Source: an optimization exercise on an open RTL-to-GDS flow (aim: small area and a short achievable clock period). Production flows keep margins and buffers that such runs may drop. Only simulation tests tie the RTL to the original design; equivalence was not proved. Power and IR drop assume default switching activity.

File: flow/config.mk
export PLATFORM = sky130hd
export DESIGN_NAME = cpu_top
export DESIGN_NICKNAME = cpu_top
export VERILOG_FILES = /design/flow/design.v
export SDC_FILE = /design/flow/constraint.sdc
export NUM_CORES = 4
export LEC_CHECK = 0
export CAP_MARGIN = 20
export CORE_MARGIN = 2
export CORE_UTILIZATION = 55
export CTS_BUF_LIST = sky130_fd_sc_hd__clkbuf_8
export CTS_CLUSTER_SIZE = 30
export SETUP_SLACK_MARGIN = 2.4
export SLEW_MARGIN = 20
File: flow/design.v
package cpu_pkg;
    typedef logic [32-1:0] word_t;
    typedef logic [$clog2(32)-1:0] reg_addr_t;
endpackage
`timescale 1ns/1ns
module regfile (
    input  logic        clk,
    input  logic        rst_n,
    input  cpu_pkg::reg_addr_t raddr1,
    input  cpu_pkg::reg_addr_t raddr2,
    output cpu_pkg::word_t     rdata1,
    output cpu_pkg::word_t     rdata2,
    input  logic        we,
    input  cpu_pkg::reg_addr_t waddr,
    input  cpu_pkg::word_t     wdata);
    localparam int N = 32;
    cpu_pkg::word_t regs [1:N-1];
    logic [N-1:1] valid;
    logic [N-1:0] wsel;
    logic [N-1:0] sel1;
    logic [N-1:0] sel2;
    assign wsel[0] = 1'b0;
    assign sel1[0] = 1'b0;
    assign sel2[0] = 1'b0;
    for (genvar r = 1; r < N; r++) begin : g_sel
        assign wsel[r] = we && (waddr == r);
        assign sel1[r] = valid[r] && (raddr1 == r);
        assign sel2[r] = valid[r] && (raddr2 == r);
    end
    for (genvar r = 1; r < N; r++) begin : g_reg
        always_ff @(posedge clk or negedge rst_n) begin
            if (!rst_n) begin
                valid[r] <= 1'b0;
            end else if (wsel[r]) begin
                valid[r] <= 1'b1;
            end
        end
        always_ff @(posedge clk) begin
            if (wsel[r]) begin
                regs[r] <= wdata;
            end
        end
    end
    always_comb begin
        rdata1 = '0;
        rdata2 = '0;
        for (int r = 1; r < N; r++) begin
            rdata1 = rdata1 | ({32{sel1[r]}} & regs[r]);
            rdata2 = rdata2 | ({32{sel2[r]}} & regs[r]);
        end
    end
endmodule
`timescale 1ns/1ns
module fetch_stage (
    input  logic  clk,
    input  logic  rst_n,
    output logic  inst_sram_en,
    output cpu_pkg::word_t inst_sram_addr,
    output logic  rd_valid,
    output cpu_pkg::word_t wb_pc);
    localparam logic [29:0] FPC_RESET = 30'(32'h1c000000 >> 2);
    logic [29:0] fpc;
    logic [27:0] wpc_hi;
    always_ff @(posedge clk or negedge rst_n) begin
        if (!rst_n) begin
            inst_sram_en <= 1'b0;
            fpc          <= FPC_RESET;
            rd_valid     <= 1'b0;
        end else begin
            inst_sram_en <= 1'b1;
            if (inst_sram_en) begin
                fpc <= fpc + 30'd1;
            end
            rd_valid <= inst_sram_en;
        end
    end
    assign inst_sram_addr = {fpc, 2'b00};
    assign wb_pc          = {wpc_hi, fpc[1:0], 2'b00};
    always_ff @(posedge clk) begin
        if (inst_sram_en && (fpc[1:0] == 2'b11)) begin
            wpc_hi <= fpc[29:2];
        end
    end
endmodule
`timescale 1ns/1ns
module decode_stage (
    input  logic        clk,
    input  logic        rst_n,
    input  logic        rd_valid,
    input  cpu_pkg::word_t     inst,
    output cpu_pkg::reg_addr_t raddr1,
    output cpu_pkg::reg_addr_t raddr2,
    input  cpu_pkg::word_t     rdata1,
    input  cpu_pkg::word_t     rdata2,
    output cpu_pkg::word_t     a_other,
    output cpu_pkg::word_t     b_other,
    output logic        d_fwd1_j,
    output logic        d_fwd1_k,
    output logic        d_sub,
    input  cpu_pkg::word_t     a_next,
    input  cpu_pkg::word_t     b_next,
    input  logic        wb_wr,
    input  cpu_pkg::reg_addr_t wb_rd,
    input  cpu_pkg::word_t     wb_res,
    output logic        ex_wr,
    output cpu_pkg::reg_addr_t ex_rd,
    output cpu_pkg::word_t     ex_a,
    output cpu_pkg::word_t     ex_bx,
    output logic        ex_cin,
    output logic        ex_h00,
    output logic        ex_h01,
    output logic        ex_h11,
    output logic        ex_l01,
    output logic        ex_l11,
    output logic        ex_slt,
    output logic        ex_sltu);
    cpu_pkg::reg_addr_t rd;
    cpu_pkg::reg_addr_t rj;
    cpu_pkg::reg_addr_t rk;
    logic [16:0] op3r;
    logic is_add, is_sub, is_slt, is_sltu, is_and, is_or, is_xor;
    logic is_addi, is_lu12i, is_3r, writes;
    logic fwd_wb_j, fwd_wb_k;
    cpu_pkg::word_t rv_j, rv_k;
    logic        d_wr;
    cpu_pkg::reg_addr_t d_rd;
    cpu_pkg::word_t     d_rvj;
    cpu_pkg::word_t     d_rvk;
    logic        d_fwd2_j, d_fwd2_k;
    logic        d_sel_sum, d_sel_and, d_sel_or, d_sel_xor, d_sel_slt, d_sel_sltu;
    assign rd   = inst[4:0];
    assign rj   = inst[9:5];
    assign rk   = inst[14:10];
    assign op3r = inst[31:15];
    assign is_add   = (op3r == 17'h00020);
    assign is_sub   = (op3r == 17'h00022);
    assign is_slt   = (op3r == 17'h00024);
    assign is_sltu  = (op3r == 17'h00025);
    assign is_and   = (op3r == 17'h00029);
    assign is_or    = (op3r == 17'h0002a);
    assign is_xor   = (op3r == 17'h0002b);
    assign is_addi  = (inst[31:22] == 10'h00a);
    assign is_lu12i = (inst[31:25] == 7'h0a);
    assign is_3r    = is_add | is_sub | is_slt | is_sltu | is_and | is_or | is_xor;
    assign writes   = (is_3r | is_addi | is_lu12i) && (rd != '0);
    assign raddr1 = rj;
    assign raddr2 = rk;
    assign fwd_wb_j = wb_wr && (wb_rd == rj);
    assign fwd_wb_k = wb_wr && (wb_rd == rk);
    assign rv_j = is_lu12i ? '0 : (fwd_wb_j ? wb_res : rdata1);
    assign rv_k = is_addi  ? {{(32-12){inst[21]}}, inst[21:10]} :
                  is_lu12i ? {inst[24:5], 12'b0} :
                  (fwd_wb_k ? wb_res : rdata2);
    always_ff @(posedge clk or negedge rst_n) begin
        if (!rst_n) begin
            d_wr <= 1'b0;
        end else begin
            d_wr <= rd_valid && writes;
        end
    end
    always_ff @(posedge clk) begin
        d_rd       <= rd;
        d_rvj      <= rv_j;
        d_rvk      <= rv_k;
        d_fwd1_j   <= d_wr && (d_rd == rj) && !is_lu12i;
        d_fwd1_k   <= d_wr && (d_rd == rk) && is_3r;
        d_fwd2_j   <= ex_wr && (ex_rd == rj) && !is_lu12i;
        d_fwd2_k   <= ex_wr && (ex_rd == rk) && is_3r;
        d_sub      <= is_sub | is_slt | is_sltu;
        d_sel_sum  <= is_add | is_sub | is_addi | is_lu12i;
        d_sel_and  <= is_and;
        d_sel_or   <= is_or;
        d_sel_xor  <= is_xor;
        d_sel_slt  <= is_slt;
        d_sel_sltu <= is_sltu;
    end
    assign a_other = d_fwd2_j ? wb_res : d_rvj;
    assign b_other = d_fwd2_k ? wb_res : d_rvk;
    always_ff @(posedge clk or negedge rst_n) begin
        if (!rst_n) begin
            ex_wr <= 1'b0;
        end else begin
            ex_wr <= d_wr;
        end
    end
    always_ff @(posedge clk) begin
        ex_rd       <= d_rd;
        ex_a        <= a_next;
        ex_bx       <= b_next;
        ex_cin      <= d_sub;
        ex_h00      <= d_sel_sum;
        ex_h01      <= d_sel_or | d_sel_xor;
        ex_h11      <= d_sel_sum | d_sel_and | d_sel_or;
        ex_l01      <= d_sel_sum | d_sel_or | d_sel_xor;
        ex_l11      <= d_sel_and | d_sel_or;
        ex_slt      <= d_sel_slt;
        ex_sltu     <= d_sel_sltu;
    end
endmodule
`timescale 1ns/1ns
module alu (
    input  cpu_pkg::word_t a,
    input  cpu_pkg::word_t bx,
    input  logic  cin,
    input  logic  h00,
    input  logic  h01,
    input  logic  h11,
    input  logic  l01,
    input  logic  l11,
    input  logic  slt,
    input  logic  sltu,
    input  cpu_pkg::word_t a_other,
    input  cpu_pkg::word_t b_other,
    input  logic  fwd_j,
    input  logic  fwd_k,
    input  logic  next_sub,
    output cpu_pkg::word_t res,
    output cpu_pkg::word_t a_next,
    output cpu_pkg::word_t b_next);
    localparam int W = 32;
    localparam int L = $clog2(W);
    cpu_pkg::word_t g;
    cpu_pkg::word_t t;
    cpu_pkg::word_t hi;
    cpu_pkg::word_t lo;
    cpu_pkg::word_t vh;
    cpu_pkg::word_t vl;
    cpu_pkg::word_t c;
    logic [W-1:0] pg [L+1];
    logic [W-1:0] pt [L+1];
    logic m0;
    assign g = a & bx;
    assign t = a | bx;
    for (genvar i = 0; i < W; i++) begin : g_val
        assign hi[i] = t[i] ? (g[i] ? h11 : h01) : h00;
        assign lo[i] = t[i] ? (g[i] ? l11 : l01) : 1'b0;
    end
    assign pg[0] = {g[W-1:1], g[0] | (t[0] & cin)};
    assign pt[0] = t;
    for (genvar l = 0; l < L; l++) begin : g_lvl
        for (genvar i = 0; i < W; i++) begin : g_bit
            if (i >= (1 << l)) begin : g_op
                assign pg[l+1][i] = pg[l][i] | (pt[l][i] & pg[l][i - (1 << l)]);
                assign pt[l+1][i] = pt[l][i] & pt[l][i - (1 << l)];
            end else begin : g_pass
                assign pg[l+1][i] = pg[l][i];
                assign pt[l+1][i] = pt[l][i];
            end
        end
    end
    assign m0    = cin ? hi[0] : lo[0];
    assign vh    = {hi[W-1:1], m0 | (slt & g[W-1])};
    assign vl    = {lo[W-1:1], m0 | sltu | (slt & t[W-1])};
    assign c     = {pg[L][W-2:0], pg[L][W-1]};
    for (genvar i = 0; i < W; i++) begin : g_out
        assign res[i]    = c[i] ? vh[i] : vl[i];
        assign a_next[i] = c[i] ? (fwd_j ? vh[i] : a_other[i])
                                : (fwd_j ? vl[i] : a_other[i]);
        assign b_next[i] = c[i] ? ((fwd_k ? vh[i] : b_other[i]) ^ next_sub)
                                : ((fwd_k ? vl[i] : b_other[i]) ^ next_sub);
    end
endmodule
module execute_stage (
    input  logic        clk,
    input  logic        rst_n,
    input  logic        ex_wr,
    input  cpu_pkg::reg_addr_t ex_rd,
    input  cpu_pkg::word_t     res,
    output logic        wb_wr,
    output cpu_pkg::reg_addr_t wb_rd,
    output cpu_pkg::word_t     wb_res);
    always_ff @(posedge clk or negedge rst_n) begin
        if (!rst_n) begin
            wb_wr <= 1'b0;
        end else begin
            wb_wr <= ex_wr;
        end
    end
    always_ff @(posedge clk) begin
        wb_rd  <= ex_rd;
        wb_res <= res;
    end
endmodule
`timescale 1ns/1ns
module cpu_top (
    input  logic      clk,
    input  logic      rst_n,
    output logic      inst_sram_en,
    output cpu_pkg::word_t     inst_sram_addr,
    input cpu_pkg::word_t     inst_sram_rdata,
    output cpu_pkg::word_t     debug_wb_pc,
    output logic [3:0] debug_wb_rf_we,
    output cpu_pkg::reg_addr_t debug_wb_rf_wnum,
    output cpu_pkg::word_t     debug_wb_rf_wdata);
    logic               rd_valid;
    cpu_pkg::reg_addr_t rf_raddr1;
    cpu_pkg::reg_addr_t rf_raddr2;
    cpu_pkg::word_t     rf_rdata1;
    cpu_pkg::word_t     rf_rdata2;
    logic               ex_wr;
    cpu_pkg::reg_addr_t ex_rd;
    cpu_pkg::word_t     ex_a;
    cpu_pkg::word_t     ex_bx;
    logic               ex_cin;
    logic               ex_h00;
    logic               ex_h01;
    logic               ex_h11;
    logic               ex_l01;
    logic               ex_l11;
    logic               ex_slt;
    logic               ex_sltu;
    cpu_pkg::word_t     a_other;
    cpu_pkg::word_t     b_other;
    logic               d_fwd1_j;
    logic               d_fwd1_k;
    logic               d_sub;
    cpu_pkg::word_t     a_next;
    cpu_pkg::word_t     b_next;
    cpu_pkg::word_t     alu_res;
    logic               wb_wr;
    cpu_pkg::reg_addr_t wb_rd;
    cpu_pkg::word_t     wb_res;
    cpu_pkg::word_t     wb_pc;
    fetch_stage i_fetch (
        .clk            (clk),
        .rst_n          (rst_n),
        .inst_sram_en   (inst_sram_en),
        .inst_sram_addr (inst_sram_addr),
        .rd_valid       (rd_valid),
        .wb_pc          (wb_pc)
    );
    decode_stage i_decode (
        .clk      (clk),
        .rst_n    (rst_n),
        .rd_valid (rd_valid),
        .inst     (inst_sram_rdata),
        .raddr1   (rf_raddr1),
        .raddr2   (rf_raddr2),
        .rdata1   (rf_rdata1),
        .rdata2   (rf_rdata2),
        .a_other  (a_other),
        .b_other  (b_other),
        .d_fwd1_j (d_fwd1_j),
        .d_fwd1_k (d_fwd1_k),
        .d_sub    (d_sub),
        .a_next   (a_next),
        .b_next   (b_next),
        .wb_wr    (wb_wr),
        .wb_rd    (wb_rd),
        .wb_res   (wb_res),
        .ex_wr    (ex_wr),
        .ex_rd    (ex_rd),
        .ex_a     (ex_a),
        .ex_bx    (ex_bx),
        .ex_cin   (ex_cin),
        .ex_h00   (ex_h00),
        .ex_h01   (ex_h01),
        .ex_h11   (ex_h11),
        .ex_l01   (ex_l01),
        .ex_l11   (ex_l11),
        .ex_slt   (ex_slt),
        .ex_sltu  (ex_sltu)
    );
    regfile i_regfile (
        .clk    (clk),
        .rst_n  (rst_n),
        .raddr1 (rf_raddr1),
        .raddr2 (rf_raddr2),
        .rdata1 (rf_rdata1),
        .rdata2 (rf_rdata2),
        .we     (wb_wr),
        .waddr  (wb_rd),
        .wdata  (wb_res)
    );
    alu i_alu (
        .a        (ex_a),
        .bx       (ex_bx),
        .cin      (ex_cin),
        .h00      (ex_h00),
        .h01      (ex_h01),
        .h11      (ex_h11),
        .l01      (ex_l01),
        .l11      (ex_l11),
        .slt      (ex_slt),
        .sltu     (ex_sltu),
        .a_other  (a_other),
        .b_other  (b_other),
        .fwd_j    (d_fwd1_j),
        .fwd_k    (d_fwd1_k),
        .next_sub (d_sub),
        .res      (alu_res),
        .a_next   (a_next),
        .b_next   (b_next)
    );
    execute_stage i_execute (
        .clk    (clk),
        .rst_n  (rst_n),
        .ex_wr  (ex_wr),
        .ex_rd  (ex_rd),
        .res    (alu_res),
        .wb_wr  (wb_wr),
        .wb_rd  (wb_rd),
        .wb_res (wb_res)
    );
    assign debug_wb_pc       = wb_pc;
    assign debug_wb_rf_we    = {4{wb_wr}};
    assign debug_wb_rf_wnum  = wb_rd;
    assign debug_wb_rf_wdata = wb_res;
endmodule
File: flow/constraint.sdc
create_clock -name core_clock -period 5.0 [get_ports {clk}]
set_input_delay 1.0000 -clock core_clock [delete_from_list [all_inputs] [get_ports {clk}]]
set_output_delay 1.0000 -clock core_clock [all_outputs]
set_load 0.01 [all_outputs]
File: flow/run.sh
#!/bin/bash
# synth_recipe.tcl (not shown) runs the flow's synth.tcl, then flattens the netlist and writes it again
# the make line also repeats each setting of config.mk as NAME=value (left out here)
make -C /OpenROAD-flow-scripts/flow DESIGN_CONFIG=/design/flow/config.mk WORK_HOME=/design/flow/orfs CLKGATE_MAP_FILE= SYNTH_SCRIPT=/design/flow/synth_recipe.tcl finish
==> results of run 1 <==
cells by family after synthesis:
| logic type | synth area share [%] |
|---|---|
| buf+inv | 2.87 |
| simple gates | 7.64 |
| compound gates | 19.7 |
| mux | 1.25 |
| flops | 66.1 |
| other cells | 0.0137 |
| xor+xnor | 1.89 |
| fa+ha+maj | 0.494 |
synth_stat cells, drive strengths merged, types with 47 or more instances:
cell / count / area (sq um)
a221oi: 269 / 2360
nor2: 135 / 514
clkbuf: 297 / 1110
edfxtp: 1020 / 30600
mux2i: 61 / 611
a222oi: 64 / 641
o21ai: 133 / 666
nand2: 90 / 338
or2: 47 / 294
a22oi: 385 / 2890
and3: 82 / 513
nand3: 107 / 536
xor2: 55 / 482
xnor2: 63 / 552
dfrtp: 63 / 1580
buf: 75 / 359
a21oi: 134 / 689
dfxtp: 194 / 3880
nand4: 133 / 832
a22o: 270 / 2360
nor3: 73 / 370
per-stage QoR:
| step | instance area (sq um) | total power [mW] |
|---|---|---|
| 6_report | 68200 | 21.0 |
| 5_1_grt | 68200 | 21.3 |
| 4_1_cts | 67000 | 20.8 |
| 3_5_place_dp | 59900 | 12.2 |
| 3_3_place_gp | 59800 | 12.2 |
| 2_1_floorplan | 56500 | 11.9 |
per-layer routing:
| metal | global-route usage (%) | vias up | wire (um) |
|---|---|---|---|
| li1 | - | 17800 | - |
| met1 | 64.6 | 24100 | 90000 |
| met2 | 72.8 | 6540 | 109000 |
| met3 | 34.2 | 2237 | 57200 |
| met4 | 40.2 | 38 | 30800 |
| met5 | 3.97 | - | 824 |
registers in the layout, indices dropped and copies added, names as in the netlist, 30 cells and up:
| signal | cells |
|---|---|
| i_decode.ex_a | 32 |
| i_decode.d_rvj | 32 |
| i_fetch.fpc | 30 |
| i_regfile.regs | 992 |
| i_regfile.valid | 31 |
| i_decode.d_rvk | 32 |
| i_execute.wb_res | 32 |
| i_decode.ex_bx | 32 |
report_power, final:
group	total (mW)	switching [mW]	leakage (nW)	internal, mW
Sequential	11.5	0.0604	10.4	11.4
Combinational	0.529	0.304	10.4	0.225
Clock	8.95	4.42	2.31	4.53
Total	21.0	4.78	23.1	16.2
worst paths after layout:
path / end / slack, ps
min: i_fetch.fpc[13]$_DFFE_PN0P_ / 170
min in group core_clock: i_decode.ex_sltu$_DFF_P_ / 350
max: i_decode.d_rvk[7]$_DFF_P_ / 2210
max in group asynchronous: i_regfile.valid[11]$_DFFE_PN0P_ / 3730
max reg2reg: i_decode.d_rvk[7]$_DFF_P_ / 2210
min reg2reg: i_decode.ex_sltu$_DFF_P_ / 350
cell type report:
class                           count  area (sq um)  share of cell area (%)
Multi-Input combinational cell   2408         19100                    28.1
Clock inverter                    142           836                    1.23
Inverter                           25           101                   0.149
Sequential cell                  1280         36400                    53.4
Antenna cell                       28          70.1                   0.103
Tap cell                         1287          1610                    2.36
Timing Repair Buffer              666          6930                    10.2
Clock buffer                      227          3120                    4.58
placed cells by master (no fill, tap or decap), types with 114 or more instances in the layout:
cell | Yosys | layout
a221oi_1 | 269 | 171
clkbuf_8 | 0 | 227
buf_4 | 10 | 408
nand4_1 | 133 | 133
dfxtp_1 | 194 | 114
a22o_1 | 270 | 270
a21oi_1 | 129 | 117
edfxtp_1 | 1020 | 1020
a22oi_1 | 385 | 368
o21ai_0 | 131 | 122
repair_timing:
action                     CTS  global route
setup endpoints to repair  558           157
pin swaps                   55            61
setup buffers              160            68
resized for setup          651           135
cloned                      25             0
==> results.tsv, run 1 <==
metric	value	unit
cell row count	115	
Worst setup EP type	flip-flop	
Die Span X	319	um
final std cells w/o fill	6063	
Clock Skews	67.4	ps
post-synthesis cell count	4078	
PortBufs	135	
worst reg2reg startpoint	i_regfile.valid[22]$_DFFE_PN0P_	
Power Density	307	nW/um^2
H-tree Lvls	4	
hold_ws	169	ps
sequential element share of the synthesized area	66.1	%
Required @ worst endpoint	5760	ps
vias per inst	8.37	
Cell Count Post-Placement	5412	
Root Buffer	clkbuf_8	
DR iter-0 viols	13000	
RSZ-0062 raised after global routing	true	
maximum vdd drop	303	uV
Critical path buffers and inverters	1	
critical path's slowest cell	dfrtp_1	
CP Depth	7	
routed len/inst	47.5	um
ANT nets after route	0	
Max Transition Viols Final	0	
critical path class	reg2reg	
largest net degree at the start of global routing	45	
Largest stage delay, worst path	610	ps
Syn. warnings	8	
WL final	288000	um
CTS sink count	1280	
routability-driven placement congestion ratio	1.09	
Worst slew margin	18.7	%
Mapped Area	54700	sq um
worst-path fanout max	12	
Least-Margin Pin Slew	1220	ps
gr ovfl total	0	
CP startpoint	i_regfile.valid[22]$_DFFE_PN0P_	
number of global-route vias before repair	46600	
Leakage Power	23.1	nW
syn_area_per_cell	13.4	sq um
outcome	no timing/DRC/antenna violations	
Final Hold Fails	0	
gr usage total	55.2	%
#FFs+latches synth	1280	
first-pass iteration count of the detailed router	17	
Util after Layout	69.3	%
Longest Clk Path Bufs	3	
Fmax	358	MHz
period utilization	55.8	%
CTS tree	yes	
cell family with most CP delay	simple AND/OR/NAND/NOR gates	
setup tns final	0	ps
CP Cell Sequence	and3_4, buf_4, a22o_1, a221oi_2, nand4_1, nor3_1, o31ai_1	
first-pass GRT wire length	383000	um
Die ar.	102000	sq um
R2R cell count	7	
core area	98400	sq um
clock-pin slew on the worst setup and hold paths	70	ps
HPWL after DPL	163000	um
Setup-failing EPs final	0	
Critical Path Start Type	flip-flop	
Worst Hold Class	in2async	
Layout area overhead	24.7	%
Post-synth EDFFs	1020	
Worst-Skew Late Latency	960	ps
die span in y	319	um
share of cells above drive strength 1	29.2	%
total CTS buffers	197	
Final nets	4613	
final worst slack	2210	ps
initial core utilization	55.6	%
main flop type after synthesis	edfxtp_1	
minimum clock period	2790	ps
Unique masters post-synth	82	
initial antenna violation count	31	
vias	50800	
max_cap viols	0	
post-synthesis async set-or-reset flop share	5.16	%
Hold Buf Count CTS	0	
# DRC	0	
fillers	6754	
post-place setup slack	165	ps
I/O Pins	140	
WP data arrival	3560	ps
==> run 2: changes to the inputs <==
--- a/flow/config.mk
+++ b/flow/config.mk
@@ -9,5 +9,3 @@
 export CORE_MARGIN = 2
-export CORE_UTILIZATION = 55
-export CTS_BUF_LIST = sky130_fd_sc_hd__clkbuf_8
-export CTS_CLUSTER_SIZE = 30
+export CORE_UTILIZATION = 45
 export SETUP_SLACK_MARGIN = 2.4
==> results.tsv, run 2 <==
metric	value	unit	change
Worst-Skew Late Latency	770	ps	was 960 ps
first-pass GRT wire length	382000	um	was 383000 um
top cells by area, synth	edfxtp_1 56%, dfxtp_1 7.1%, a22oi_1 5.3%		unchanged
critical path class	in2reg		was reg2reg
CTS sink count	1280		unchanged
PortBufs	135		unchanged
worst reg2reg startpoint	i_decode.ex_cin$_DFF_P_		was i_regfile.valid[22]$_DFFE_PN0P_
setup tns final	0	ps	unchanged
initial core utilization	45.5	%	was 55.6%
Die ar.	124000	sq um	was 102000 sq um
Longest Clk Path Bufs	3		unchanged
number of global-route vias before repair	44400		was 46600
Worst Hold Path EP	i_decode.ex_sltu$_DFF_P_		
FF-to-FF End	i_decode.ex_bx[31]$_DFF_P_		was i_decode.d_rvk[7]$_DFF_P_
Worst Hold Class	reg2reg		was in2async
critical path's slowest cell	nor3_4		was dfrtp_1
Largest stage delay, worst path	500	ps	was 610 ps
largest net degree at the start of global routing	67		was 45
CTS tree	yes		unchanged
Leakage Power	23.2	nW	was 23.1 nW
outcome	no timing/DRC/antenna violations		unchanged
initial antenna violation count	32		was 31
Worst slew margin	17.8	%	was 18.7%
Worst setup EP type	flip-flop		unchanged
first-pass iteration count of the detailed router	14		was 17
clock-pin slew on the worst setup and hold paths	60	ps	was 70 ps
Synth top area share	56.0	%	unchanged
share of cells above drive strength 1	27.9	%	was 29.2%
Hold Buf Count CTS	0		unchanged
period utilization	56.0	%	was 55.8%
R2R cell count	12		was 7
syn_area_per_cell	13.4	sq um	unchanged
Least-Margin Pin Slew	1230	ps	was 1220 ps
core area	120000	sq um	was 98400 sq um
Layout area overhead	26.9	%	was 24.7%
max_cap viols	0		unchanged
#FFs+latches synth	1280		unchanged
most numerous cell in the Yosys netlist	edfxtp_1		unchanged
Power Density	325	nW/um^2	was 307 nW/um^2
vias	48700		was 50800
Fmax	357	MHz	was 358 MHz
WL final	291000	um	was 288000 um
sequential element share of the synthesized area	66.1	%	unchanged
Cell Count Post-Placement	5751		was 5412
DR iter-0 viols	10800		was 13000
fillers	9594		was 6754
gr ovfl total	0		unchanged
Post-synth EDFFs	1020		unchanged
minimum clock period	2800	ps	was 2790 ps
vias per inst	7.76		was 8.37
main flop type after synthesis	edfxtp_1		unchanged
reg-to-reg setup timing slack	2240	ps	was 2210 ps
maximum vdd drop	335	uV	was 303 uV
post-synthesis cell count	4078		unchanged
Mapped Area	54700	sq um	unchanged
Final Hold Fails	0		unchanged
most common cell after layout, fill and taps aside	edfxtp_1		unchanged
Setup-failing EPs final	0		unchanged
worst-path fanout max	20		was 12
min-delay src	i_decode.d_sel_sltu$_DFF_P_		
gr usage total	45.1	%	was 55.2%
Max Transition Viols Final	0		unchanged
WP data arrival	3400	ps	was 3560 ps
routed len/inst	46.4	um	was 47.5 um
HPWL after DPL	169000	um	was 163000 um
final std cells w/o fill	6275		was 6063
post-synthesis async set-or-reset flop share	5.16	%	unchanged
max reg flops	992		unchanged
die span in y	353	um	was 319 um
Critical Path Start Type	input pin		was flip-flop
Clock Skews	47.4	ps	was 67.4 ps
Syn. warnings	8		unchanged
Synth top cells by count	1020 x edfxtp_1, 385 x a22oi_1, 297 x clkbuf_1		unchanged
worst hold path depth	0		
# DRC	0		unchanged
H-tree Lvls	4		unchanged
total CTS buffers	138		was 197
I/O Pins	140		unchanged
Die Span X	353	um	was 319 um
CP Cell Sequence	buf_6, and3b_1, and3_4, buf_12, a22o_1, a221oi_1, nand4_1, nor3_4, o21ai_1		was and3_4, buf_4, a22o_1, a221oi_2, nand4_1, nor3_1, o31ai_1
Top reg by flops	i_regfile.regs		unchanged
cell row count	127		was 115
Final nets	4565		was 4613
routability-driven placement congestion ratio	1.01		was 1.09
Required @ worst endpoint	5590	ps	was 5760 ps
Root Buffer	clkbuf_16		was clkbuf_8
Yosys top cell by area	edfxtp_1		unchanged
ANT nets after route	0		unchanged
RSZ-0062 raised after global routing	true		unchanged
most frequent cells in the layout	1020 x edfxtp_1, 406 x buf_4, 368 x a22oi_1		was 1020 x edfxtp_1, 408 x buf_4, 368 x a22oi_1
Unique masters post-synth	82		unchanged
-- run 2: cell counts after synthesis --
Identical to the previous run, type by type.
-- run 2: worst max path at each step --
| stage | startpoint | endpoint | cells past startpoint |
|---|---|---|---|
| floorplan | i_execute.wb_wr$_DFF_PN0_ | i_regfile.regs[12][0]$_DFFE_PP_ | 4 |
| global placement | inst_sram_rdata[11] | i_decode.d_rvk[23]$_DFF_P_ | 9 |
| detailed placement | inst_sram_rdata[11] | i_decode.d_rvk[23]$_DFF_P_ | 9 |
| CTS | i_decode.ex_a[0]$_DFF_P_ | i_decode.ex_a[27]$_DFF_P_ | 11 |
| global route | i_decode.ex_bx[0]$_DFF_P_ | i_decode.ex_bx[30]$_DFF_P_ | 10 |
| finish | inst_sram_rdata[10] | i_decode.d_rvk[23]$_DFF_P_ | 9 |
-- run 2: metrics by stage --
step | setup slack (ps) | util [%] | area [sq um] | hold WS, ps | power (mW)
after floorplan | 2190 | - | 56500 | 310 | 11.9
final | 2200 | 57.7 | 69400 | 326 | 22.6
after global routing | 2190 | 57.7 | 69400 | 329 | 23.0
after CTS | 2260 | 56.8 | 68300 | 325 | 22.5
after detailed placement | 348 | 50.3 | 60600 | 312 | 12.2
after global placement | 341 | 50.3 | 60500 | 314 | 12.2
-- run 2: final cells by class --
type / instances / area [sq um] / share of cell area (%)
clock inverters: 60 / 751 / 1.08
diodes: 25 / 62.6 / 0.0901
repair buffers: 677 / 7050 / 10.2
multi-input cells: 2408 / 19200 / 27.6
inverters: 25 / 96.3 / 0.139
flip-flops and latches: 1280 / 36400 / 52.4
clock buffers: 188 / 3880 / 5.59
well taps: 1612 / 2020 / 2.91
-- run 2: routing by layer --
metal	part of all wire (%)	track usage, %
met5	0.24	1.46
met4	8.8	29.5
met3	19	25.7
met2	39	60.5
met1	33	54.6
-- run 2: worst max-delay path, delay by kind of cell --
kind,cells,cell delay [ps]
AO/OA/AOI/OAI,3,640
AND/OR/NAND/NOR,4,1280
buffers and inverters,2,430
-- run 2: cells by family (layout without fill, tap and decap cells) --
family / Yosys count / after routing / share of synthesized area (%)
buf+inv: 397 / 950 / 2.87
fa+ha+maj: 26 / 26 / 0.494
other cells: 2 / 30 / 0.0137
mux: 67 / 67 / 1.25
xor+xnor: 118 / 118 / 1.89
flops: 1280 / 1280 / 66.1
compound gates: 1403 / 1403 / 19.7
simple gates: 785 / 789 / 7.64
-- run 2: repair_timing --
action | in CTS | in global routing
setup endpoints to repair | 644 | 189
cloned | 20 | 2
endpoints found under the hold margin | 0 | 0
setup buffers | 160 | 69
pin swaps | 53 | 57
resized for setup | 531 | 122
-- run 2: power breakdown --
group          switching [mW]  total (mW)  internal [mW]
registers              0.0683        11.5           11.4
logic                   0.275       0.471          0.196
clock network            4.40        10.6           6.23
==> run 3: changes to the inputs <==
--- a/flow/config.mk
+++ b/flow/config.mk
@@ -10,2 +10,4 @@
 export CORE_UTILIZATION = 45
+export CTS_CLUSTER_DIAMETER = 100
+export CTS_CLUSTER_SIZE = 24
 export SETUP_SLACK_MARGIN = 2.4
==> results.tsv, run 3 <==
metric	value	unit	change
outcome	no timing/DRC/antenna violations		unchanged
main flop type after synthesis	edfxtp_1		unchanged
sequential share of power	64.2	%	was 50.8%
WP data arrival	3420	ps	was 3400 ps
final worst slack	2190	ps	was 2200 ps
CTS sink count	1280		unchanged
setup tns final	0	ps	unchanged
Mapped Area	54700	sq um	unchanged
routability-driven placement congestion ratio	1.01		unchanged
H-tree Lvls	2		was 4
Switching Power	3.86	mW	was 4.74 mW
number of global-route vias before repair	43600		was 44400
largest net degree at the start of global routing	67		unchanged
Critical Path Start Type	input pin		unchanged
Synth top cells by count	1020 x edfxtp_1, 385 x a22oi_1, 297 x clkbuf_1		unchanged
RSZ-0062 raised after global routing	true		unchanged
Setup-failing EPs final	0		unchanged
Worst slew margin	19.3	%	was 17.8%
Syn. warnings	8		unchanged
reg-to-reg setup timing slack	2290	ps	was 2240 ps
ANT nets after route	0		unchanged
worst hold path depth	0		unchanged
initial core utilization	45.5	%	unchanged
Unique masters post-synth	82		unchanged
FF-to-FF End	i_decode.ex_bx[30]$_DFF_P_		was i_decode.ex_bx[31]$_DFF_P_
initial antenna violation count	33		was 32
Top reg by flops	i_regfile.regs		unchanged
CTS tree	yes		unchanged
clock-pin slew on the worst setup and hold paths	100	ps	was 60 ps
# DRC	0		unchanged
Leakage Power	21.9	nW	was 23.2 nW
Post-synth EDFFs	1020		unchanged
worst reg2reg startpoint	i_decode.ex_cin$_DFF_P_		unchanged
vias	48000		was 48700
Root Buffer	clkbuf_16		unchanged
Internal	14.0	mW	was 17.8 mW
gr ovfl total	0		unchanged
syn_area_per_cell	13.4	sq um	unchanged
Least-Margin Pin Slew	1210	ps	was 1230 ps
Yosys top cell by area	edfxtp_1		unchanged
max_cap viols	0		unchanged
combinational power share	2.7	%	was 2.1%
most frequent cells in the layout	1020 x edfxtp_1, 422 x buf_4, 368 x a22oi_1		was 1020 x edfxtp_1, 406 x buf_4, 368 x a22oi_1
die span in y	353	um	unchanged
CP startpoint	inst_sram_rdata[10]		unchanged
top cells by area, synth	edfxtp_1 56%, dfxtp_1 7.1%, a22oi_1 5.3%		unchanged
Synth top area share	56.0	%	unchanged
Clock Skews	42.2	ps	was 47.4 ps
clock share of power	33.0	%	was 47.1%
critical path class	in2reg		unchanged
Worst setup EP type	flip-flop		unchanged
Worst Hold Class	reg2reg		unchanged
post-place setup slack	348	ps	unchanged
Required @ worst endpoint	5610	ps	was 5590 ps
hold_ws	343	ps	was 326 ps
most common cell after layout, fill and taps aside	edfxtp_1		unchanged
Final Hold Fails	0		unchanged
share of cells above drive strength 1	25.9	%	was 27.9%
#FFs+latches synth	1280		unchanged
minimum clock period	2810	ps	was 2800 ps
Fmax	356	MHz	was 357 MHz
sequential element share of the synthesized area	66.1	%	unchanged
Sw Ratio	21.7	%	was 21.0%
Final nets	4498		was 4565
Max Transition Viols Final	0		unchanged
max reg flops	992		unchanged
first-pass GRT wire length	379000	um	was 382000 um
most numerous cell in the Yosys netlist	edfxtp_1		unchanged
first-pass iteration count of the detailed router	14		unchanged
Longest Clk Path Bufs	3		unchanged
Util after Layout	55.4	%	was 57.7%
Final Total Pwr	17.8	mW	was 22.6 mW
vias per inst	7.81		was 7.76
gr usage total	44.6	%	was 45.1%
DR iter-0 viols	10600		was 10800
cell row count	127		unchanged
Layout area overhead	21.9	%	was 26.9%
maximum vdd drop	374	uV	was 335 uV
Power Density	267	nW/um^2	was 325 nW/um^2
total CTS buffers	60		was 138
post-synthesis async set-or-reset flop share	5.16	%	unchanged
core area	120000	sq um	unchanged
fillers	9854		was 9594
routed len/inst	47.1	um	was 46.4 um
worst-path fanout max	20		unchanged
HPWL after DPL	169000	um	unchanged
R2R cell count	10		was 12
I/O Pins	140		unchanged
Worst-Skew Late Latency	760	ps	was 770 ps
PortBufs	135		unchanged
min-delay src	i_decode.d_sel_sltu$_DFF_P_		unchanged
Die Span X	353	um	unchanged
crit path capture	i_decode.d_rvk[23]$_DFF_P_		unchanged
period utilization	56.1	%	was 56.0%
WL final	289000	um	was 291000 um
post-synthesis cell count	4078		unchanged
Die ar.	124000	sq um	unchanged
==> run 3: cell counts after synthesis <==
Identical to the previous run, type by type.
==> run 3: how the worst min path moves through the flow <==
stage | end | slack, ps
2_1_floorplan | i_decode.ex_slt$_DFF_P_ | 310
3_3_place_gp | i_decode.ex_slt$_DFF_P_ | 310
3_5_place_dp | i_decode.ex_sltu$_DFF_P_ | 310
4_1_cts | i_decode.ex_sltu$_DFF_P_ | 340
5_1_grt | i_decode.ex_sltu$_DFF_P_ | 350
6_report | i_decode.ex_sltu$_DFF_P_ | 340
==> run 3: final cells by class <==
| cell class | count | area, sq um | area share, % |
|---|---|---|---|
| diodes | 22 | 55.1 | 0.0826 |
| clock buffers | 106 | 1730 | 2.59 |
| clock inverters | 4 | 42.5 | 0.0638 |
| inverters | 25 | 96.3 | 0.145 |
| multi-input cells | 2408 | 19200 | 28.8 |
| flip-flops and latches | 1280 | 36400 | 54.6 |
| well taps | 1612 | 2020 | 3.03 |
| repair buffers | 688 | 7140 | 10.7 |
==> run 3: routing by layer <==
layer | up-vias | track usage (%) | wire length [um]
li1 | 17500 | - | -
met1 | 23400 | 54.7 | 96900
met2 | 5510 | 60.4 | 113000
met3 | 1587 | 24.7 | 54600
met4 | 40 | 27.4 | 24400
met5 | - | 1.23 | 367
==> run 3: power by group through the flow <==
| stage | logic, mW | clock network [mW] | registers (mW) |
|---|---|---|---|
| floorplan | 0.188 | 0 | 11.7 |
| global placement | 0.417 | 0 | 11.7 |
| detailed placement | 0.421 | 0 | 11.7 |
| CTS | 0.463 | 5.84 | 11.5 |
| global route | 0.514 | 6.16 | 11.5 |
| finish | 0.490 | 5.89 | 11.5 |
==> run 3: kinds of logic (layout without fill, tap and decap cells) <==
logic type | Yosys count | after routing | synth area share, %
AOI/OAI and AO/OA | 1403 | 1403 | 19.7
xor gates and xnor gates | 118 | 118 | 1.89
adders and majority gates | 26 | 26 | 0.494
buffers and inverters | 397 | 823 | 2.87
DFF | 1280 | 1280 | 66.1
muxes | 67 | 67 | 1.25
other | 2 | 27 | 0.0137
and+or+nand+nor | 785 | 789 | 7.64
==> run 3: per-stage QoR <==
stage	instances	area, sq um
2_1_floorplan	4081	56500
3_3_place_gp	5749	60500
3_5_place_dp	5751	60600
4_1_cts	6055	65500
5_1_grt	6127	66600
6_report	6145	66700
==> run 3: what timing repair did <==
action,CTS,global route
setup endpoints to repair,690,217
pin swaps,51,55
hold buffers,0,0
setup buffers,175,65
cloned,19,3
gates resized for setup,507,139
==> run 3: critical path: stages <==
cell	delay (ps)
buf_4	210
and3b_1	250
and3_4	320
buf_12	270
a22o_1	250
a221oi_1	240
nand4_1	200
nor3_4	500
o21ai_1	140
==> run 4: changes to the inputs <==
--- a/flow/config.mk
+++ b/flow/config.mk
@@ -12,2 +12,3 @@
 export CTS_CLUSTER_SIZE = 24
+export PLACE_DENSITY = 0.7
 export SETUP_SLACK_MARGIN = 2.4
==> results.tsv, run 4 <==
metric	value	unit	change
Synth top cells by count	1020 x edfxtp_1, 385 x a22oi_1, 297 x clkbuf_1		unchanged
max_cap viols	0		unchanged
vias	49200		was 48000
total CTS buffers	60		unchanged
Worst setup EP type	flip-flop		unchanged
multiplexer share of the synthesized area	1.25	%	unchanged
worst-path fanout max	11		was 20
post-synthesis async set-or-reset flop share	5.16	%	unchanged
Setup-failing EPs final	0		unchanged
largest family of logic cells by synthesized area	compound AO/OA/AOI/OAI gates		unchanged
Worst Hold Class	reg2reg		unchanged
Root Buffer	clkbuf_16		unchanged
Least-Margin Pin Slew	1180	ps	was 1210 ps
Leakage Power	21.5	nW	was 21.9 nW
Largest stage delay, worst path	500	ps	about the same
Required @ worst endpoint	5620	ps	was 5610 ps
minimum clock period	2810	ps	about the same
CTS sink count	1280		unchanged
number of global-route vias before repair	44000		was 43600
CP Cell Sequence	clkbuf_4, and2_4, and3_4, buf_6, a221oi_1, nand4_1, nor3_4, o21ai_0		was buf_4, and3b_1, and3_4, buf_12, a22o_1, a221oi_1, nand4_1, nor3_4, o21ai_1
Critical Path Start Type	input pin		unchanged
Synth top area share	56.0	%	unchanged
Longest Clk Path Bufs	3		unchanged
Cell Area, Placed	59900	sq um	was 60600 sq um
max reg flops	992		unchanged
Worst slew margin	21.2	%	was 19.3%
Post-synth EDFFs	1020		unchanged
critical path class	in2reg		unchanged
vias per inst	8.06		was 7.81
PortBufs	135		unchanged
CTS tree	yes		unchanged
ANT nets after route	0		unchanged
RSZ-0062 raised after global routing	true		unchanged
main flop type after synthesis	edfxtp_1		unchanged
die span in y	353	um	unchanged
Worst-Skew Late Latency	800	ps	was 760 ps
Final nets	4450		was 4498
WL final	282000	um	was 289000 um
setup tns final	0	ps	unchanged
core area	120000	sq um	unchanged
post-synthesis cell count	4078		unchanged
maximum vdd drop	342	uV	was 374 uV
H-tree Lvls	2		unchanged
period utilization	56.2	%	was 56.1%
Mapped Area	54700	sq um	unchanged
Die Span X	353	um	unchanged
compound-gate portion of the synthesized area	19.7	%	unchanged
outcome	no timing/DRC/antenna violations		unchanged
share of cells above drive strength 1	24.9	%	was 25.9%
I/O Pins	140		unchanged
simple-gate share of the synthesized area	7.64	%	unchanged
most frequent cells in the layout	1020 x edfxtp_1, 372 x buf_4, 367 x a22oi_1		was 1020 x edfxtp_1, 422 x buf_4, 368 x a22oi_1
critical path's slowest cell	nor3_4		unchanged
Fmax	356	MHz	about the same
initial antenna violation count	37		was 33
sequential element share of the synthesized area	66.1	%	unchanged
Die ar.	124000	sq um	unchanged
Unique masters post-synth	82		unchanged
most common cell after layout, fill and taps aside	edfxtp_1		unchanged
Post-Synth Adder-Cell Area	0.494	%	unchanged
clock-pin slew on the worst setup and hold paths	100	ps	about the same
Layout area overhead	20.8	%	was 21.9%
gr usage total	43.0	%	was 44.6%
gr ovfl total	0		unchanged
Syn. warnings	8		unchanged
Max Transition Viols Final	0		unchanged
#FFs+latches synth	1280		unchanged
initial core utilization	45.5	%	unchanged
largest net degree at the start of global routing	67		unchanged
Power Density	270	nW/um^2	was 267 nW/um^2
first-pass GRT wire length	370000	um	was 379000 um
top cells by area, synth	edfxtp_1 56%, dfxtp_1 7.1%, a22oi_1 5.3%		unchanged
# DRC	0		unchanged
WP data arrival	3430	ps	was 3420 ps
Final Cell Area	66100	sq um	was 66700 sq um
most numerous cell in the Yosys netlist	edfxtp_1		unchanged
XOR/XNOR Fraction of Synth Area	1.89	%	unchanged
Top reg by flops	i_regfile.regs		unchanged
HPWL after DPL	160000	um	was 169000 um
cell row count	127		unchanged
first-pass iteration count of the detailed router	17		was 14
routability-driven placement congestion ratio	1.04		was 1.01
DR iter-0 viols	11700		was 10600
Final Hold Fails	0		unchanged
Yosys top cell by area	edfxtp_1		unchanged
Clock Skews	55.8	ps	was 42.2 ps
syn_area_per_cell	13.4	sq um	unchanged
routed len/inst	46.2	um	was 47.1 um
[run 4: cell counts after synthesis]
No cell type changed its count.
[run 4: cell type report]
cell class,instances,area [sq um]
fill,9689,54200
sequential,1280,36400
multi-input combinational,2412,19000
timing repair buffer,636,6660
tap,1612,2020
clock buffer,106,1680
clock inverter,8,110
inverter,25,97.6
antenna,24,60.1
[run 4: per-layer routing]
layer,GRT usage [%],share of wire (%)
met1,50.5,31
met2,56.9,38
met3,27.1,20
met4,29.3,10
met5,2.42,0.54
[run 4: path summary, 6_finish.rpt]
check / startpoint / to / slack, ps / depth (start not counted)
worst min-delay path: i_decode.d_sel_slt$_DFF_P_ / i_decode.ex_slt$_DFF_P_ / 340 / 0
worst min register to register: i_decode.d_sel_slt$_DFF_P_ / i_decode.ex_slt$_DFF_P_ / 340 / 0
min in group asynchronous: rst_n / i_fetch.fpc[23]$_DFFE_PN0P_ / 430 / 2
worst max-delay path: inst_sram_rdata[12] / i_decode.d_rvk[15]$_DFF_P_ / 2190 / 8
max in group asynchronous: rst_n / i_fetch.fpc[10]$_DFFE_PN0P_ / 3930 / 2
worst max register to register: i_decode.ex_a[21]$_DFF_P_ / i_decode.ex_bx[30]$_DFF_P_ / 2310 / 9
[run 4: worst max-delay path: cells and delay by family]
family	cells	cell delay [ps]
buf+inv	2	440
compound gates	2	650
simple gates	4	1310
[run 4: cell families after synthesis]
kind of cell             count (synthesis)
AO/OA/AOI/OAI                         1403
flip-flops                            1280
AND/OR/NAND/NOR                        785
XOR/XNOR                               118
buffers and inverters                  397
multiplexers                            67
adder cells (fa/ha/maj)                 26
other                                    2
[run 4: what timing repair did]
| action | 4_1_cts | 5_1_grt |
|---|---|---|
| hold buffers | 0 | 0 |
| gates cloned | 21 | 5 |
| resized for setup | 510 | 123 |
| setup endpoints to repair | 710 | 193 |
| setup buffers | 155 | 90 |
| pin swaps | 51 | 58 |
[run 4: where the power goes]
part	switching (mW)	total (mW)	internal [mW]	leakage, nW
Sequential	0.0772	11.5	11.4	10.4
Combinational	0.275	0.462	0.187	10.3
Clock	3.57	5.93	2.36	0.857
[run 4: metrics by stage]
step | util (%) | instances | hold WS, ps | setup WS [ps] | power [mW]
CTS | 53.8 | 5984 | 337 | 2250 | 17.7
global placement | 49.8 | 5693 | 313 | 60.7 | 12.2
finish | 54.9 | 6103 | 341 | 2190 | 17.9
global route | 54.9 | 6086 | 342 | 2250 | 18.2
floorplan | - | 4081 | 310 | 2190 | 11.9
detailed placement | 49.8 | 5694 | 314 | 40.0 | 12.2
==> run 5: changes to the inputs <==
--- a/flow/design.v
+++ b/flow/design.v
@@ -165,7 +165,7 @@
         d_fwd1_j   <= d_wr && (d_rd == rj) && !is_lu12i;
-        d_fwd1_k   <= d_wr && (d_rd == rk) && is_3r;
+        d_fwd1_k   <= d_wr && (d_rd == rk) && !is_addi && !is_lu12i;
         d_fwd2_j   <= ex_wr && (ex_rd == rj) && !is_lu12i;
-        d_fwd2_k   <= ex_wr && (ex_rd == rk) && is_3r;
+        d_fwd2_k   <= ex_wr && (ex_rd == rk) && !is_addi && !is_lu12i;
         d_sub      <= is_sub | is_slt | is_sltu;
-        d_sel_sum  <= is_add | is_sub | is_addi | is_lu12i;
+        d_sel_sum  <= !(is_and | is_or | is_xor | is_slt | is_sltu);
         d_sel_and  <= is_and;
--- a/flow/config.mk
+++ b/flow/config.mk
@@ -12,3 +12,2 @@
 export CTS_CLUSTER_SIZE = 24
-export PLACE_DENSITY = 0.7
 export SETUP_SLACK_MARGIN = 2.4
==> results.tsv, run 5 <==
metric	value	unit	change
Root Buffer	clkbuf_16		unchanged
initial core utilization	45.4	%	was 45.5%
Mapped Area	54400	sq um	was 54700 sq um
Setup-failing EPs final	0		unchanged
Die Span X	352	um	was 353 um
Max Transition Viols Final	0		unchanged
Least-Margin Pin Slew	1210	ps	was 1180 ps
worst-path fanout max	3		was 11
Critical Path Start Type	flip-flop		was input pin
most frequent cells in the layout	1020 x edfxtp_1, 472 x buf_4, 444 x a22oi_1		was 1020 x edfxtp_1, 372 x buf_4, 367 x a22oi_1
Final nets	4566		was 4450
CTS tree	yes		unchanged
largest net degree at the start of global routing	65		was 67
first-pass GRT wire length	383000	um	was 370000 um
sequential element share of the synthesized area	66.5	%	was 66.1%
cell row count	127		unchanged
most common cell after layout, fill and taps aside	edfxtp_1		unchanged
combinational power share	3.5	%	was 2.6%
routability-driven placement congestion ratio	1.01		was 1.04
CTS sink count	1280		unchanged
final std cells w/o fill	6215		was 6103
main flop type after synthesis	edfxtp_1		unchanged
Post-synth EDFFs	1020		unchanged
Yosys top cell by area	edfxtp_1		unchanged
minimum clock period	2990	ps	was 2810 ps
routed len/inst	47.9	um	was 46.2 um
gr ovfl total	0		unchanged
Synth top area share	56.3	%	was 56.0%
initial antenna violation count	31		was 37
final worst slack	2010	ps	was 2190 ps
period utilization	59.7	%	was 56.2%
post-place setup slack	195	ps	was 40.0 ps
H-tree Lvls	2		unchanged
syn_area_per_cell	13.4	sq um	about the same
vias	48500		was 49200
Switching Power	3.92	mW	about the same
post-synthesis cell count	4064		was 4078
Sw Ratio	21.9	%	about the same
#FFs+latches synth	1280		unchanged
top cells by area, synth	edfxtp_1 56%, dfxtp_1 7.1%, a22oi_1 6.2%		was edfxtp_1 56%, dfxtp_1 7.1%, a22oi_1 5.3%
Fmax	335	MHz	was 356 MHz
vias per inst	7.80		was 8.06
Unique masters post-synth	78		was 82
clock share of power	32.4	%	was 33.2%
Worst Hold Class	in2async		was reg2reg
total CTS buffers	59		was 60
Syn. warnings	8		unchanged
maximum vdd drop	341	uV	was 342 uV
ANT nets after route	0		unchanged
setup tns final	0	ps	unchanged
Cell Area, Placed	60300	sq um	was 59900 sq um
Required @ worst endpoint	5630	ps	was 5620 ps
Worst slew margin	19.1	%	was 21.2%
WP data arrival	3620	ps	was 3430 ps
share of cells above drive strength 1	27.8	%	was 24.9%
gr usage total	46.2	%	was 43.0%
CP dominant cell by count	maj3_2		
outcome	no timing/DRC/antenna violations		unchanged
hold_ws	299	ps	was 341 ps
critical path's slowest cell	maj3_2		was nor3_4
Worst-Skew Late Latency	780	ps	was 800 ps
Final Hold Fails	0		unchanged
Top reg by flops	i_regfile.regs		unchanged
number of global-route vias before repair	43600		was 44000
CP Cell Sequence	maj3_2, buf_6, a211o_1, a211oi_4, buf_4, a21oi_4, maj3_2, maj3_2, mux2i_4, a21oi_2, xor2_1		was clkbuf_4, and2_4, and3_4, buf_6, a221oi_1, nand4_1, nor3_4, o21ai_0
Layout area overhead	24.0	%	was 20.8%
cell family with most CP delay	adder cells		was simple AND/OR/NAND/NOR gates
Critical path buffers and inverters	2		unchanged
post-synthesis async set-or-reset flop share	5.16	%	unchanged
DR iter-0 viols	10800		was 11700
die span in y	352	um	was 353 um
Largest stage delay, worst path	380	ps	was 500 ps
Worst setup EP type	flip-flop		unchanged
most numerous cell in the Yosys netlist	edfxtp_1		unchanged
fillers	9770		was 9689
clock-pin slew on the worst setup and hold paths	100	ps	about the same
RSZ-0062 raised after global routing	true		unchanged
I/O Pins	140		unchanged
Die ar.	124000	sq um	about the same
WL final	298000	um	was 282000 um
critical path class	reg2reg		was in2reg
first-pass iteration count of the detailed router	21		was 17
Power Density	265	nW/um^2	was 270 nW/um^2
Cell Count Post-Placement	5729		was 5694
Internal	14.0	mW	was 13.9 mW
# DRC	0		unchanged
sequential share of power	64.1	%	was 64.2%
Clock Skews	55.3	ps	was 55.8 ps
Synth top cells by count	1020 x edfxtp_1, 449 x a22oi_1, 312 x clkbuf_1		was 1020 x edfxtp_1, 385 x a22oi_1, 297 x clkbuf_1
core area	120000	sq um	about the same
Final Cell Area	67500	sq um	was 66100 sq um
HPWL after DPL	174000	um	was 160000 um
Longest Clk Path Bufs	3		unchanged
PortBufs	135		unchanged
max_cap viols	0		unchanged
max reg flops	992		unchanged
Leakage Power	22.4	nW	was 21.5 nW
[run 5: cell count changes after synthesis, moves of 14 or more]
cell and delta:
clkbuf_1 +15, a21oi_1 +14, o31ai_1 -17, buf_2 -18
nor2_1 +17, a221oi_1 -29, nand3_1 +32, a22o_1 -40
a22oi_1 +64, nand2_1 -17
[run 5: final cells by class]
cell class	count	area (sq um)	area share, %
Antenna cell	21	52.6	0.0779
Clock buffer	106	1660	2.46
Clock inverter	6	73.8	0.109
Inverter	23	90.1	0.134
Multi-Input combinational cell	2396	19300	28.5
Sequential cell	1280	36400	53.9
Tap cell	1612	2020	2.99
Timing Repair Buffer	771	7950	11.8
[run 5: stage by stage]
| stage | util, % | total power [mW] |
|---|---|---|
| after floorplan | - | 12.0 |
| after global placement | 50.2 | 12.2 |
| after detailed placement | 50.2 | 12.2 |
| after CTS | 54.7 | 17.8 |
| after global routing | 56.2 | 18.3 |
| final | 56.2 | 17.9 |
[run 5: cells by family (layout without fill, tap and decap cells)]
family                     Yosys count  in the layout  share of synthesized area, %
adders and majority gates           30             30                         0.577
DFF                               1280           1280                          66.5
and+or+nand+nor                    795            801                          7.77
other                                2             26                        0.0138
xor gates and xnor gates           121            121                          1.95
buffers and inverters              397            906                          2.84
AOI/OAI and AO/OA                 1382           1382                          19.3
muxes                               57             57                          1.07
[run 5: layer usage]
metal,GRT usage [%],routed length [um],vias to the layer above
li1,-,-,17600
met1,56.2,98500,23500
met2,62.7,114000,5470
met3,24.9,54500,1875
met4,30.8,29600,40
met5,1.92,835,-
[run 5: worst reg2reg max path, cell delays in order (launching register included)]
cell and delay [ps]:
dfxtp_4 350, maj3_2 340, buf_6 130, a211o_1 290, a211oi_4 320, buf_4 180
a21oi_4 40, maj3_2 380, maj3_2 350, mux2i_4 220, a21oi_2 80, xor2_1 140
[run 5: worst paths after layout]
| path | start | to | slack [ps] | cells after the start |
|---|---|---|---|---|
| min in group core_clock | i_decode.d_sel_slt$_DFF_P_ | i_decode.ex_slt$_DFF_P_ | 340 | 0 |
| worst min register to register | i_decode.d_sel_slt$_DFF_P_ | i_decode.ex_slt$_DFF_P_ | 340 | 0 |
| max in group asynchronous | rst_n | i_execute.wb_wr$_DFF_PN0_ | 3760 | 2 |
| worst max-delay path | i_decode.ex_a[0]$_DFF_P_ | i_decode.ex_bx[7]$_DFF_P_ | 2010 | 11 |
| worst min-delay path | rst_n | i_fetch.fpc[18]$_DFFE_PN0P_ | 300 | 1 |
| worst max register to register | i_decode.ex_a[0]$_DFF_P_ | i_decode.ex_bx[7]$_DFF_P_ | 2010 | 11 |
[run 5: power groups by stage]
stage / registers, mW / logic [mW] / clock network (mW)
3_3_place_gp: 11.8 / 0.456 / 0
4_1_cts: 11.5 / 0.567 / 5.77
6_report: 11.5 / 0.626 / 5.81
2_1_floorplan: 11.8 / 0.205 / 0
3_5_place_dp: 11.8 / 0.462 / 0
5_1_grt: 11.5 / 0.656 / 6.14
[run 5: repair_timing]
item                                    CTS  global route
gates resized for setup                 548           179
gates cloned                             18             9
setup buffers                           202           124
pin swaps                               102            94
hold buffers                              0             0
endpoints found under the setup margin  763           238
==> run 6: changes to the inputs <==
--- a/flow/design.v
+++ b/flow/design.v
@@ -241,5 +241,5 @@
         for (genvar i = 0; i < W; i++) begin : g_bit
-            if (i >= (1 << l)) begin : g_op
-                assign pg[l+1][i] = pg[l][i] | (pt[l][i] & pg[l][i - (1 << l)]);
-                assign pt[l+1][i] = pt[l][i] & pt[l][i - (1 << l)];
+            if ((i >> l) % 2 == 1) begin : g_op
+                assign pg[l+1][i] = pg[l][i] | (pt[l][i] & pg[l][((i >> l) << l) - 1]);
+                assign pt[l+1][i] = pt[l][i] & pt[l][((i >> l) << l) - 1];
             end else begin : g_pass
==> results.tsv, run 6 <==
metric	value	unit	change
compound-gate portion of the synthesized area	19.4	%	was 19.3%
routed len/inst	46.5	um	was 47.9 um
largest net degree at the start of global routing	39		was 65
Yosys top cell by area	edfxtp_1		unchanged
period utilization	55.8	%	was 59.7%
Critical Path Start Type	input pin		was flip-flop
Max Transition Viols Final	0		unchanged
Synth top cells by count	1020 x edfxtp_1, 484 x a22oi_1, 281 x clkbuf_1		was 1020 x edfxtp_1, 449 x a22oi_1, 312 x clkbuf_1
total CTS buffers	61		was 59
Post-Synth Adder-Cell Area	0.259	%	was 0.577%
CTS sink count	1280		unchanged
H-tree Lvls	2		unchanged
Mapped Area	54600	sq um	was 54400 sq um
gr usage total	44.5	%	was 46.2%
core area	120000	sq um	about the same
initial core utilization	45.5	%	was 45.4%
first-pass iteration count of the detailed router	14		was 21
cell row count	127		unchanged
worst-path fanout max	13		was 3
clock share of power	33.0	%	was 32.4%
Final Hold Fails	0		unchanged
fillers	9825		was 9770
most frequent cells in the layout	1020 x edfxtp_1, 481 x a22oi_1, 406 x buf_4		was 1020 x edfxtp_1, 472 x buf_4, 444 x a22oi_1
I/O Pins	140		unchanged
main flop type after synthesis	edfxtp_1		unchanged
PortBufs	135		unchanged
maximum vdd drop	314	uV	was 341 uV
Setup-failing EPs final	0		unchanged
ANT nets after route	0		unchanged
XOR/XNOR Fraction of Synth Area	1.88	%	was 1.95%
Switching Power	3.95	mW	was 3.92 mW
Worst-Skew Late Latency	780	ps	about the same
multiplexer share of the synthesized area	1.39	%	was 1.07%
gr ovfl total	0		unchanged
DR iter-0 viols	10500		was 10800
simple-gate share of the synthesized area	7.96	%	was 7.77%
vias	48100		was 48500
Internal	14.0	mW	about the same
share of cells above drive strength 1	24.6	%	was 27.8%
Clock Skews	34.6	ps	was 55.3 ps
sequential share of power	63.9	%	was 64.1%
Worst Hold Class	in2async		unchanged
WL final	285000	um	was 298000 um
Longest Clk Path Bufs	3		unchanged
Layout area overhead	21.4	%	was 24.0%
Die ar.	124000	sq um	about the same
sequential element share of the synthesized area	66.2	%	was 66.5%
Least-Margin Pin Slew	1190	ps	was 1210 ps
Hold Buf Count CTS	0		unchanged
Required @ worst endpoint	5640	ps	was 5630 ps
largest family of logic cells by synthesized area	compound AO/OA/AOI/OAI gates		unchanged
max reg flops	992		unchanged
Worst setup EP type	flip-flop		unchanged
Final nets	4484		was 4566
most common cell after layout, fill and taps aside	edfxtp_1		unchanged
RSZ-0062 raised after global routing	true		unchanged
Power Density	271	nW/um^2	was 265 nW/um^2
number of global-route vias before repair	43700		was 43600
top cells by area, synth	edfxtp_1 56%, dfxtp_1 7.1%, a22oi_1 6.7%		was edfxtp_1 56%, dfxtp_1 7.1%, a22oi_1 6.2%
# DRC	0		unchanged
HPWL after DPL	166000	um	was 174000 um
critical path class	in2reg		was reg2reg
first-pass GRT wire length	379000	um	was 383000 um
setup tns final	0	ps	unchanged
Util after Layout	55.2	%	was 56.2%
Sw Ratio	22.0	%	was 21.9%
post-synthesis async set-or-reset flop share	5.16	%	unchanged
max_cap viols	0		unchanged
vias per inst	7.85		was 7.80
Synth top area share	56.1	%	was 56.3%
Syn. warnings	8		unchanged
initial antenna violation count	26		was 31
Post-synth EDFFs	1020		unchanged
Die Span X	352	um	about the same
routability-driven placement congestion ratio	1.02		was 1.01
#FFs+latches synth	1280		unchanged
outcome	no timing/DRC/antenna violations		unchanged
syn_area_per_cell	13.4	sq um	about the same
CTS tree	yes		unchanged
clock-pin slew on the worst setup and hold paths	110	ps	was 100 ps
Leakage Power	22.0	nW	was 22.4 nW
Fmax	358	MHz	was 335 MHz
Root Buffer	clkbuf_16		unchanged
Top reg by flops	i_regfile.regs		unchanged
minimum clock period	2790	ps	was 2990 ps
Unique masters post-synth	100		was 78
combinational power share	3.1	%	was 3.5%
WP data arrival	3430	ps	was 3620 ps
die span in y	352	um	about the same
most numerous cell in the Yosys netlist	edfxtp_1		unchanged
post-synthesis cell count	4064		unchanged
Worst slew margin	18.3	%	was 19.1%
run 6: cell count changes in the layout (fill, tap and decap cells not counted), sizes merged, moves of 17 or more:
cell    previous run  this run
mux2i             51        68
a221oi           240       222
buf              625       537
maj3              29        12
a22oi            449       484
a21oi            145       121
run 6: kinds of logic after synthesis:
logic type	Yosys count
flip-flops	1280
XOR/XNOR	117
other	2
multiplexers	74
adder cells (fa/ha/maj)	13
AO/OA/AOI/OAI	1374
AND/OR/NAND/NOR	817
buffers and inverters	387
run 6: area by class of cell:
class                      instances  area, sq um  share of cell area, %
multi-input combinational       2405        18900                   28.5
clock inverter                     9          120                  0.181
clock buffer                     105         1700                   2.57
sequential                      1280        36400                   54.8
tap                             1612         2020                   3.04
antenna                           20         50.0                 0.0755
timing repair buffer             686         7140                   10.8
inverter                          15         60.1                 0.0905
run 6: metal layers:
layer  vias to the layer above  share of wire (%)  GRT usage, %
li1                      17500                  -             -
met1                     23300                 33          53.3
met2                      5579                 39          60.1
met3                      1773                 19          24.0
met4                        24                 10          32.4
met5                         -               0.10         0.923
run 6: worst paths after layout:
kind / startpoint / to / slack [ps] / cells past startpoint
worst max-delay path: inst_sram_rdata[22] / i_decode.d_rvk[20]$_DFF_P_ / 2210 / 10
worst min-delay path: rst_n / i_regfile.valid[26]$_DFFE_PN0P_ / 280 / 1
worst max register to register: i_decode.ex_a[0]$_DFF_P_ / i_decode.ex_a[31]$_DFF_P_ / 2340 / 11
worst min register to register: i_decode.d_sel_slt$_DFF_P_ / i_decode.ex_slt$_DFF_P_ / 340 / 0
max in group asynchronous: rst_n / i_fetch.fpc[15]$_DFFE_PN0P_ / 3690 / 2
min in group core_clock: i_decode.d_sel_slt$_DFF_P_ / i_decode.ex_slt$_DFF_P_ / 340 / 0
run 6: timing repair:
action | 4_1_cts | 5_1_grt
pin swaps | 88 | 70
endpoints found under the setup margin | 666 | 142
resized for setup | 503 | 140
buffers inserted | 221 | 30
gates cloned | 26 | 0
run 6: metrics by stage:
stage | area, sq um | instances | hold WS (ps) | worst slack (ps) | total power [mW]
2_1_floorplan | 55900 | 4067 | 310 | 2190 | 12.0
3_3_place_gp | 59700 | 5717 | 313 | 411 | 12.2
3_5_place_dp | 59800 | 5721 | 312 | 347 | 12.2
4_1_cts | 65600 | 6082 | 281 | 2300 | 17.9
5_1_grt | 66300 | 6112 | 323 | 2280 | 18.3
6_report | 66300 | 6132 | 283 | 2210 | 18.0
run 6: power groups by stage:
stage / logic (mW) / clock network [mW] / registers, mW
global route: 0.575 / 6.24 / 11.5
global placement: 0.456 / 0 / 11.8
detailed placement: 0.461 / 0 / 11.8
CTS: 0.517 / 5.91 / 11.5
finish: 0.549 / 5.94 / 11.5
floorplan: 0.198 / 0 / 11.8
run 6: critical path, cell delays in order:
cell and delay (ps):
clkdlybuf4s50_1 540, nor4_1 70, and2_1 180, nand4b_1 100, buf_4 150, nor2_4 60, buf_4 240, a21oi_1 770
buf_4 260, o21ai_2 50

port drivers added, routing unchanged:
No port has a modelled driver above. Below, the same layouts with a new extraction and two added sets of constraints. Step 1 assumes that a clkbuf_16 drives the clock port and a buf_2 every other input. Step 2 moves the port delays by t, midway between the first and last clock arrival at a register: inputs arrive t later, outputs are due t later. That takes back most of the time a late clock gives input paths. Slacks: no drivers / after step 1 / after step 2; pairs: no drivers / after step 1.
run	t (ns)	slack for setup (ns)	hold slack, ns	worst setup path after step 2
run 1	0.996	2.208 / 2.208 / 1.293	0.169 / 0.121 / 0.353	input to register
run 2	0.827	2.198 / 2.240 / 1.413	0.326 / 0.326 / 0.326	input to register
run 3	0.819	2.193 / 2.240 / 1.421	0.343 / 0.343 / 0.343	input to register
run 4	0.842	2.188 / 2.222 / 1.380	0.341 / 0.341 / 0.341	input to register
run 5	0.831	2.013 / 2.013 / 1.324	0.299 / 0.248 / 0.338	input to register
run 6	0.832	2.209 / 2.259 / 1.428	0.283 / 0.227 / 0.336	input to register
After both steps every run listed still meets setup and hold. For run 1, which loses most, drivers alone change the setup slack by 0.000 ns; drivers and shift together by -0.915 ns.
